This is an optimization exercise on Yosys and OpenROAD, whose aim is small area, a short achievable clock period and few clock cycles per item, not a production implementation.

==> inputs of job 4307 <==
## polygon_convexity_check
module polygon_convexity_check #(
  parameter int COORD_WIDTH = 16
) (
  input  logic                          clk,
  input  logic                          rst,
  input  logic                          vertex_valid,
  output logic                          vertex_ready,
  input  logic signed [COORD_WIDTH-1:0] vertex_x,
  input  logic signed [COORD_WIDTH-1:0] vertex_y,
  input  logic                          last_vertex,
  output logic                          result_valid,
  input  logic                          result_ready,
  output logic                          is_convex,
  output logic                          too_few
);
  localparam int DW     = COORD_WIDTH + 1;
  localparam int QDEPTH = 5;
  logic [COORD_WIDTH-1:0] prev_x, prev_y;      
  logic [COORD_WIDTH-1:0] first_x, first_y;    
  logic [DW-1:0]          e0_x, e0_y;          
  logic [1:0]             seen;                
  logic                   close1, close2;      
  logic                   few1, few2;          
  logic [53:0]   a_enc;         
  logic [53:0]   a_enc_next;
  logic [DW-1:0] a_src_x, a_src_y;
  logic [DW-1:0] b_x, b_y;
  logic          xv, xfirst, xend, xfew;
  logic          yv, yfirst, yend, yfew;
  logic          wv, wfirst, wend, wfew;
  logic          zv, zfirst, zend, zfew, zpos;
  logic          pos;
  logic          seen_pos, seen_neg;
  logic [QDEPTH-1:0] qv, qc, qf;
  logic [2:0] outstanding;
  logic              ready_q;
  logic          fire, pop, load, push, push_c, push_f;
  logic [DW-1:0] sub_x, sub_y, e_x, e_y;
  assign vertex_ready = ready_q;
  assign fire         = vertex_valid && ready_q && !rst;
  assign pop          = qv[0] && result_ready;
  assign sub_x = close1 ? {first_x[COORD_WIDTH-1], first_x} : {vertex_x[COORD_WIDTH-1], vertex_x};
  assign sub_y = close1 ? {first_y[COORD_WIDTH-1], first_y} : {vertex_y[COORD_WIDTH-1], vertex_y};
  pcc_sub u_sub_x (.a({prev_x[COORD_WIDTH-1], prev_x}), .b(sub_x), .d(e_x));
  pcc_sub u_sub_y (.a({prev_y[COORD_WIDTH-1], prev_y}), .b(sub_y), .d(e_y));
  assign a_src_x = (fire && seen == 2'd2) ? e0_x : b_x;
  assign a_src_y = (fire && seen == 2'd2) ? e0_y : b_y;
  pcc_booth_enc u_enc (
    .x   (a_src_x),
    .y   (a_src_y),
    .enc (a_enc_next)
  );
  assign load = (fire && seen[1]) || close1 || close2;
  always_ff @(posedge clk) begin
    if (rst) begin
      seen   <= 2'd0;
      close1 <= 1'b0;
  ...
clock: 7.5 ns
lec_check: 0
abc_area: 1
cap_margin: 20
core_margin: 2
core_utilization: 40
place_density: 0.6
setup_slack_margin: 4.6
slew_margin: 20
standard.sh (not shown) runs the stock make flow with config.mk's settings and CLKGATE_MAP_FILE= SYNTH_SCRIPT=/design/flow/synth_recipe.tcl, a recipe that flattens the netlist after the stock synthesis.
==> flow/flow/run.sh <==
#!/bin/bash
# Layout flow: the standard flow (standard.sh) unchanged except for one step in
# synthesis. Before Yosys's fine-grained synthesis runs ABC, the adder trees of the RTL
# (plain XOR / majority gates) are mapped to full- and half-adder cells, so ABC cannot
# restructure them first; extracting them afterwards leaves inverters between the adder
# cells. Everything else, including the registers, is the standard synthesis.
set -euo pipefail
HERE=$(pwd)
FL=$HERE/flow

# synthesis script: ORFS's synth.tcl with the early adder extraction inserted
python3 - "$FLOW_HOME/scripts/synth.tcl" "$HERE/synth_fa.tcl" <<'PYEOF'
import sys
src = open(sys.argv[1]).read()
anchor = """if {
  [env_var_exists_and_non_empty SYNTH_WRAPPED_OPERATORS] ||
  [env_var_exists_and_non_empty SWAP_ARITH_OPERATORS]
} {
  source $::env(SCRIPTS_DIR)/synth_wrap_operators.tcl
} else {"""
early = """# early full-adder extraction (this flow's only change to synthesis)
opt -fast -full
memory_map
opt -full
techmap -map +/techmap.v -map $::env(FLOW_HOME)/platforms/common/lcu_kogge_stone.v
opt -fast
extract_fa {*}[dont_use_extract_fa_args]
techmap -map $::env(ADDER_MAP_FILE)
opt -fast

"""
assert src.count(anchor) == 1, "synth.tcl anchor not found"
open(sys.argv[2], "w").write(src.replace(anchor, early + anchor))
PYEOF
# The standard flow's synthesis wrapper, sourcing the script above instead of synth.tcl
sed "s|\$::env(SCRIPTS_DIR)/synth.tcl|$HERE/synth_fa.tcl|" synth_recipe.tcl > synth_recipe_fa.tcl
grep -q "synth_fa.tcl" synth_recipe_fa.tcl
# standard.sh with that synthesis wrapper, for the synth target only
sed "s|SYNTH_SCRIPT=[^ ]*|SYNTH_SCRIPT=$HERE/synth_recipe_fa.tcl|" standard.sh > standard_fa.sh
grep -q "synth_recipe_fa.tcl" standard_fa.sh

bash standard_fa.sh synth > synth.log 2>&1
bash standard.sh finish > finish.log 2>&1
==> inputs of job 1645, as changes to job 4307 <==
--- a/flow/design.v
+++ b/flow/design.v
@@ -51,14 +51,14 @@
   logic [DW-1:0] sub_x, sub_y, e_x, e_y;
   assign vertex_ready = ready_q;
   assign fire         = vertex_valid && ready_q && !rst;
   assign pop          = qv[0] && result_ready;
   assign sub_x = close1 ? {first_x[COORD_WIDTH-1], first_x} : {vertex_x[COORD_WIDTH-1], vertex_x};
   assign sub_y = close1 ? {first_y[COORD_WIDTH-1], first_y} : {vertex_y[COORD_WIDTH-1], vertex_y};
-  pcc_sub u_sub_x (.a({prev_x[COORD_WIDTH-1], prev_x}), .b(sub_x), .d(e_x));
-  pcc_sub u_sub_y (.a({prev_y[COORD_WIDTH-1], prev_y}), .b(sub_y), .d(e_y));
+  assign e_x   = {prev_x[COORD_WIDTH-1], prev_x} - sub_x;
+  assign e_y   = {prev_y[COORD_WIDTH-1], prev_y} - sub_y;
   assign a_src_x = (fire && seen == 2'd2) ? e0_x : b_x;
   assign a_src_y = (fire && seen == 2'd2) ? e0_y : b_y;
   pcc_booth_enc u_enc (
     .x   (a_src_x),
     .y   (a_src_y),
     .enc (a_enc_next)
@@ -2820,114 +2820,6 @@
   assign s[33] = rg1_33_0;
   assign c[33] = rg1_33_1;
   logic [33:0] lo;
   assign lo  = {1'b0, s[32:0]} + {1'b0, c[32:0]};
   assign pos = !(s[33] ^ c[33] ^ lo[33]);
 endmodule
-module pcc_sub (
-  input  logic [16:0] a, b,
-  output logic [16:0] d
-);
-  logic [16:0] g, p;
-  assign g = a & ~b;
-  assign p = a ^ ~b;
-  logic G1, P1;
-  logic G2, P2;
-  logic G3, P3;
-  logic G4, P4;
-  logic G5, P5;
-  logic G6, P6;
-  logic G7, P7;
-  logic G8, P8;
-  logic G9, P9;
-  logic G10, P10;
-  logic G11, P11;
-  logic G12, P12;
-  logic G13, P13;
-  logic G14, P14;
-  logic G15, P15;
-  logic G16, P16;
-  logic G17, P17;
-  logic G18, P18;
-  logic G19, P19;
-  logic G20, P20;
-  logic G21, P21;
-  logic G22, P22;
-  logic G23, P23;
-  logic G24, P24;
-  logic G25, P25;
-  logic G26, P26;
-  logic G27, P27;
-  assign G1 = g[0] | (p[0] & 1'b1);
-  assign P1 = p[0] & 1'b0;
-  assign G2 = g[2] | (p[2] & g[1]);
-  assign P2 = p[2] & p[1];
-  assign G3 = g[4] | (p[4] & g[3]);
-  assign P3 = p[4] & p[3];
-  assign G4 = g[6] | (p[6] & g[5]);
-  assign P4 = p[6] & p[5];
-  assign G5 = g[8] | (p[8] & g[7]);
-  assign P5 = p[8] & p[7];
-  assign G6 = g[10] | (p[10] & g[9]);
-  assign P6 = p[10] & p[9];
-  assign G7 = g[12] | (p[12] & g[11]);
-  assign P7 = p[12] & p[11];
-  assign G8 = g[14] | (p[14] & g[13]);
-  assign P8 = p[14] & p[13];
-  assign G9 = G2 | (P2 & G1);
-  assign P9 = P2 & P1;
-  assign G10 = G4 | (P4 & G3);
-  assign P10 = P4 & P3;
-  assign G11 = G6 | (P6 & G5);
-  assign P11 = P6 & P5;
-  assign G12 = G8 | (P8 & G7);
-  assign P12 = P8 & P7;
-  assign G13 = G10 | (P10 & G9);
-  assign P13 = P10 & P9;
-  assign G14 = G12 | (P12 & G11);
-  assign P14 = P12 & P11;
-  assign G15 = G14 | (P14 & G13);
-  assign P15 = P14 & P13;
-  assign G16 = G11 | (P11 & G13);
-  assign P16 = P11 & P13;
-  assign G17 = G3 | (P3 & G9);
-  assign P17 = P3 & P9;
-  assign G18 = G5 | (P5 & G13);
-  assign P18 = P5 & P13;
-  assign G19 = G7 | (P7 & G16);
-  assign P19 = P7 & P16;
-  assign G20 = g[1] | (p[1] & G1);
-  assign P20 = p[1] & P1;
-  assign G21 = g[3] | (p[3] & G9);
-  assign P21 = p[3] & P9;
-  assign G22 = g[5] | (p[5] & G17);
-  assign P22 = p[5] & P17;
-  assign G23 = g[7] | (p[7] & G13);
-  assign P23 = p[7] & P13;
-  assign G24 = g[9] | (p[9] & G18);
-  assign P24 = p[9] & P18;
-  assign G25 = g[11] | (p[11] & G16);
-  assign P25 = p[11] & P16;
-  assign G26 = g[13] | (p[13] & G19);
-  assign P26 = p[13] & P19;
-  assign G27 = g[15] | (p[15] & G15);
-  assign P27 = p[15] & P15;
-  logic [16:0] c;
-  assign c[0] = 1'b1;
-  assign c[1] = G1;
-  assign c[2] = G20;
-  assign c[3] = G9;
-  assign c[4] = G21;
-  assign c[5] = G17;
-  assign c[6] = G22;
-  assign c[7] = G13;
-  assign c[8] = G23;
-  assign c[9] = G18;
-  assign c[10] = G24;
-  assign c[11] = G16;
-  assign c[12] = G25;
-  assign c[13] = G19;
-  assign c[14] = G26;
-  assign c[15] = G15;
-  assign c[16] = G27;
-  assign d = p ^ c;
-endmodule
==> flow/run.sh (new file) <==
#!/bin/bash
# synth_recipe.tcl (not shown) runs the flow's synth.tcl, then flattens the netlist and writes it again
# the make line also repeats each setting of config.mk as NAME=value (left out here)
make -C /OpenROAD-flow-scripts/flow DESIGN_CONFIG=/design/flow/config.mk WORK_HOME=/design/flow/orfs CLKGATE_MAP_FILE= SYNTH_SCRIPT=/design/flow/synth_recipe.tcl finish
removed: flow/flow/run.sh
removed: flow/standard.sh
==> inputs of job 3848, as changes to job 4307 <==
--- a/flow/design.v
+++ b/flow/design.v
@@ -51,14 +51,14 @@
   logic [DW-1:0] sub_x, sub_y, e_x, e_y;
   assign vertex_ready = ready_q;
   assign fire         = vertex_valid && ready_q && !rst;
   assign pop          = qv[0] && result_ready;
   assign sub_x = close1 ? {first_x[COORD_WIDTH-1], first_x} : {vertex_x[COORD_WIDTH-1], vertex_x};
   assign sub_y = close1 ? {first_y[COORD_WIDTH-1], first_y} : {vertex_y[COORD_WIDTH-1], vertex_y};
-  pcc_sub u_sub_x (.a({prev_x[COORD_WIDTH-1], prev_x}), .b(sub_x), .d(e_x));
-  pcc_sub u_sub_y (.a({prev_y[COORD_WIDTH-1], prev_y}), .b(sub_y), .d(e_y));
+  assign e_x   = {prev_x[COORD_WIDTH-1], prev_x} - sub_x;
+  assign e_y   = {prev_y[COORD_WIDTH-1], prev_y} - sub_y;
   assign a_src_x = (fire && seen == 2'd2) ? e0_x : b_x;
   assign a_src_y = (fire && seen == 2'd2) ? e0_y : b_y;
   pcc_booth_enc u_enc (
     .x   (a_src_x),
     .y   (a_src_y),
     .enc (a_enc_next)
@@ -2820,114 +2820,6 @@
   assign s[33] = rg1_33_0;
   assign c[33] = rg1_33_1;
   logic [33:0] lo;
   assign lo  = {1'b0, s[32:0]} + {1'b0, c[32:0]};
   assign pos = !(s[33] ^ c[33] ^ lo[33]);
 endmodule
-module pcc_sub (
-  input  logic [16:0] a, b,
-  output logic [16:0] d
-);
-  logic [16:0] g, p;
-  assign g = a & ~b;
-  assign p = a ^ ~b;
-  logic G1, P1;
-  logic G2, P2;
-  logic G3, P3;
-  logic G4, P4;
-  logic G5, P5;
-  logic G6, P6;
-  logic G7, P7;
-  logic G8, P8;
-  logic G9, P9;
-  logic G10, P10;
-  logic G11, P11;
-  logic G12, P12;
-  logic G13, P13;
-  logic G14, P14;
-  logic G15, P15;
-  logic G16, P16;
-  logic G17, P17;
-  logic G18, P18;
-  logic G19, P19;
-  logic G20, P20;
-  logic G21, P21;
-  logic G22, P22;
-  logic G23, P23;
-  logic G24, P24;
-  logic G25, P25;
-  logic G26, P26;
-  logic G27, P27;
-  assign G1 = g[0] | (p[0] & 1'b1);
-  assign P1 = p[0] & 1'b0;
-  assign G2 = g[2] | (p[2] & g[1]);
-  assign P2 = p[2] & p[1];
-  assign G3 = g[4] | (p[4] & g[3]);
-  assign P3 = p[4] & p[3];
-  assign G4 = g[6] | (p[6] & g[5]);
-  assign P4 = p[6] & p[5];
-  assign G5 = g[8] | (p[8] & g[7]);
-  assign P5 = p[8] & p[7];
-  assign G6 = g[10] | (p[10] & g[9]);
-  assign P6 = p[10] & p[9];
-  assign G7 = g[12] | (p[12] & g[11]);
-  assign P7 = p[12] & p[11];
-  assign G8 = g[14] | (p[14] & g[13]);
-  assign P8 = p[14] & p[13];
-  assign G9 = G2 | (P2 & G1);
-  assign P9 = P2 & P1;
-  assign G10 = G4 | (P4 & G3);
-  assign P10 = P4 & P3;
-  assign G11 = G6 | (P6 & G5);
-  assign P11 = P6 & P5;
-  assign G12 = G8 | (P8 & G7);
-  assign P12 = P8 & P7;
-  assign G13 = G10 | (P10 & G9);
-  assign P13 = P10 & P9;
-  assign G14 = G12 | (P12 & G11);
-  assign P14 = P12 & P11;
-  assign G15 = G14 | (P14 & G13);
-  assign P15 = P14 & P13;
-  assign G16 = G11 | (P11 & G13);
-  assign P16 = P11 & P13;
-  assign G17 = G3 | (P3 & G9);
-  assign P17 = P3 & P9;
-  assign G18 = G5 | (P5 & G13);
-  assign P18 = P5 & P13;
-  assign G19 = G7 | (P7 & G16);
-  assign P19 = P7 & P16;
-  assign G20 = g[1] | (p[1] & G1);
-  assign P20 = p[1] & P1;
-  assign G21 = g[3] | (p[3] & G9);
-  assign P21 = p[3] & P9;
-  assign G22 = g[5] | (p[5] & G17);
-  assign P22 = p[5] & P17;
-  assign G23 = g[7] | (p[7] & G13);
-  assign P23 = p[7] & P13;
-  assign G24 = g[9] | (p[9] & G18);
-  assign P24 = p[9] & P18;
-  assign G25 = g[11] | (p[11] & G16);
-  assign P25 = p[11] & P16;
-  assign G26 = g[13] | (p[13] & G19);
-  assign P26 = p[13] & P19;
-  assign G27 = g[15] | (p[15] & G15);
-  assign P27 = p[15] & P15;
-  logic [16:0] c;
-  assign c[0] = 1'b1;
-  assign c[1] = G1;
-  assign c[2] = G20;
-  assign c[3] = G9;
-  assign c[4] = G21;
-  assign c[5] = G17;
-  assign c[6] = G22;
-  assign c[7] = G13;
-  assign c[8] = G23;
-  assign c[9] = G18;
-  assign c[10] = G24;
-  assign c[11] = G16;
-  assign c[12] = G25;
-  assign c[13] = G19;
-  assign c[14] = G26;
-  assign c[15] = G15;
-  assign c[16] = G27;
-  assign d = p ^ c;
-endmodule
==> metrics.yaml <==
synthesis:
  synthesis.area_mm2: 0.02843
  netlist_instances: 2840
  synthAdderAreaFrac_pct: 24.04
die:
  dieArea_mm2: 0.07323
  fp-row-count: 97
final_layout:
  instances_no_fill: 3979
  clkbuf_count: 60
timing:
  fmax_ghz: 0.3262
  finClkSkew_ns: 0.03013
setup_path:
  reg2reg_from: "a_enc[15]"
  cp_num_buf_inv: 2
  cp_cell_sequence: "clkinvlp_4 > clkbuf_16 > o22ai_4 > xor2_2 > fa_1 > fa_2 > fa_1"
power_and_ir_drop:
  netSwitchingPower_mw: 2.068
routing:
  drtIter0Drc: 1735
  highest_layer: "met5"
placement:
  globalplace.congestion: 0.9503
global_route:
  grt_use_total_pct: 21.62
run_status:
  outcome: "no timing/DRC/antenna violations"
the above is filed under job 1645

==> metrics.yaml <==
setup_path:
  cp_num_buf_inv: 2
  reg2reg_from: "a_enc[6]"
  cp_cell_sequence: "clkinvlp_4 > buf_4 > o22ai_1 > xor2_1 > fa_1 > fa_1 > fa_1"
synthesis:
  netlist_instances: 2651
  synthesis.area_mm2: 0.02802
global_route:
  grt_use_total_pct: 23.00
run_status:
  outcome: "no timing/DRC/antenna violations"
min_path:
  holdCritPathClass: "register to register"
die:
  dieArea_mm2: 0.07218
  fp-row-count: 97
routing:
  highest_layer: "met4"
power_and_ir_drop:
  netSwitchingPower_mw: 1.576
timing:
  fmax_ghz: 0.3384
  finClkSkew_ns: 0.06459
final_layout:
  clkbuf_count: 79
the above is filed under job 3848

==> metrics.yaml <==
die:
  dieArea_mm2: 0.07062
  fp-row-count: 95
final_layout:
  instances_no_fill: 3559
  clkbuf_count: 70
power_and_ir_drop:
  netSwitchingPower_mw: 1.458
synthesis:
  netlist_instances: 2461
  synthAdderAreaFrac_pct: 27.08
  synthesis.area_mm2: 0.02740
timing:
  finClkSkew_ns: 0.03197
  fmax_ghz: 0.3236
placement:
  globalplace.congestion: 0.9406
setup_path:
  cp_num_buf_inv: 4
  cp_cell_sequence: "buf_6 > mux2i_1 > ha_1 > inv_1 > o211ai_1 > nand2_1 > nand2_4 > inv_2 > buf_4 > fa_2 > xnor2_4 > nand2_1 > o21ai_1"
routing:
  drtIter0Drc: 1788
  highest_layer: "met4"
run_status:
  outcome: "no timing/DRC/antenna violations"
global_route:
  grt_use_total_pct: 21.59
the above is filed under job 4307

No functional check of the RTL was part of any run of this note.

==> re-timing with driven ports <==
How much do the figures lean on ideal ports? The routed layouts below were timed once more, with nothing changed but the port constraints. Step 1 (the two cells are an assumption about what drives the block):
set clk [get_ports {clk}]
set_driving_cell -lib_cell sky130_fd_sc_hd__clkbuf_16 $clk
set_driving_cell -lib_cell sky130_fd_sc_hd__buf_2 [delete_from_list [all_inputs] $clk]
Step 2 also shifts input and output timing later by t, the mid clock arrival at the registers, as if the neighbouring blocks saw the same clock. Three values: ideal, step 1, step 2; two values: the first two.
| run | t (ns) | setup WS [ns] | slew at the worst register clock pin (ns) | worst data-port slew with drivers (ns) | cell pins on the clock port's net |
|---|---|---|---|---|---|
| job 4307 | 0.660 | 4.410 / 4.431 / 3.771 | 0.07 / 0.07 | 0.06 | 1 |
| job 1645 | 0.677 | 4.434 / 4.434 / 4.081 | 0.06 / 0.06 | 0.05 | 1 |
| job 3848 | 0.673 | 4.545 / 4.545 / 4.020 | 0.08 / 0.08 | 0.04 | 1 |
After both steps setup and hold are still met in every run listed. The setup slack of job 4307, which loses most, moves by +0.021 ns with the drivers and by -0.639 ns with both steps.
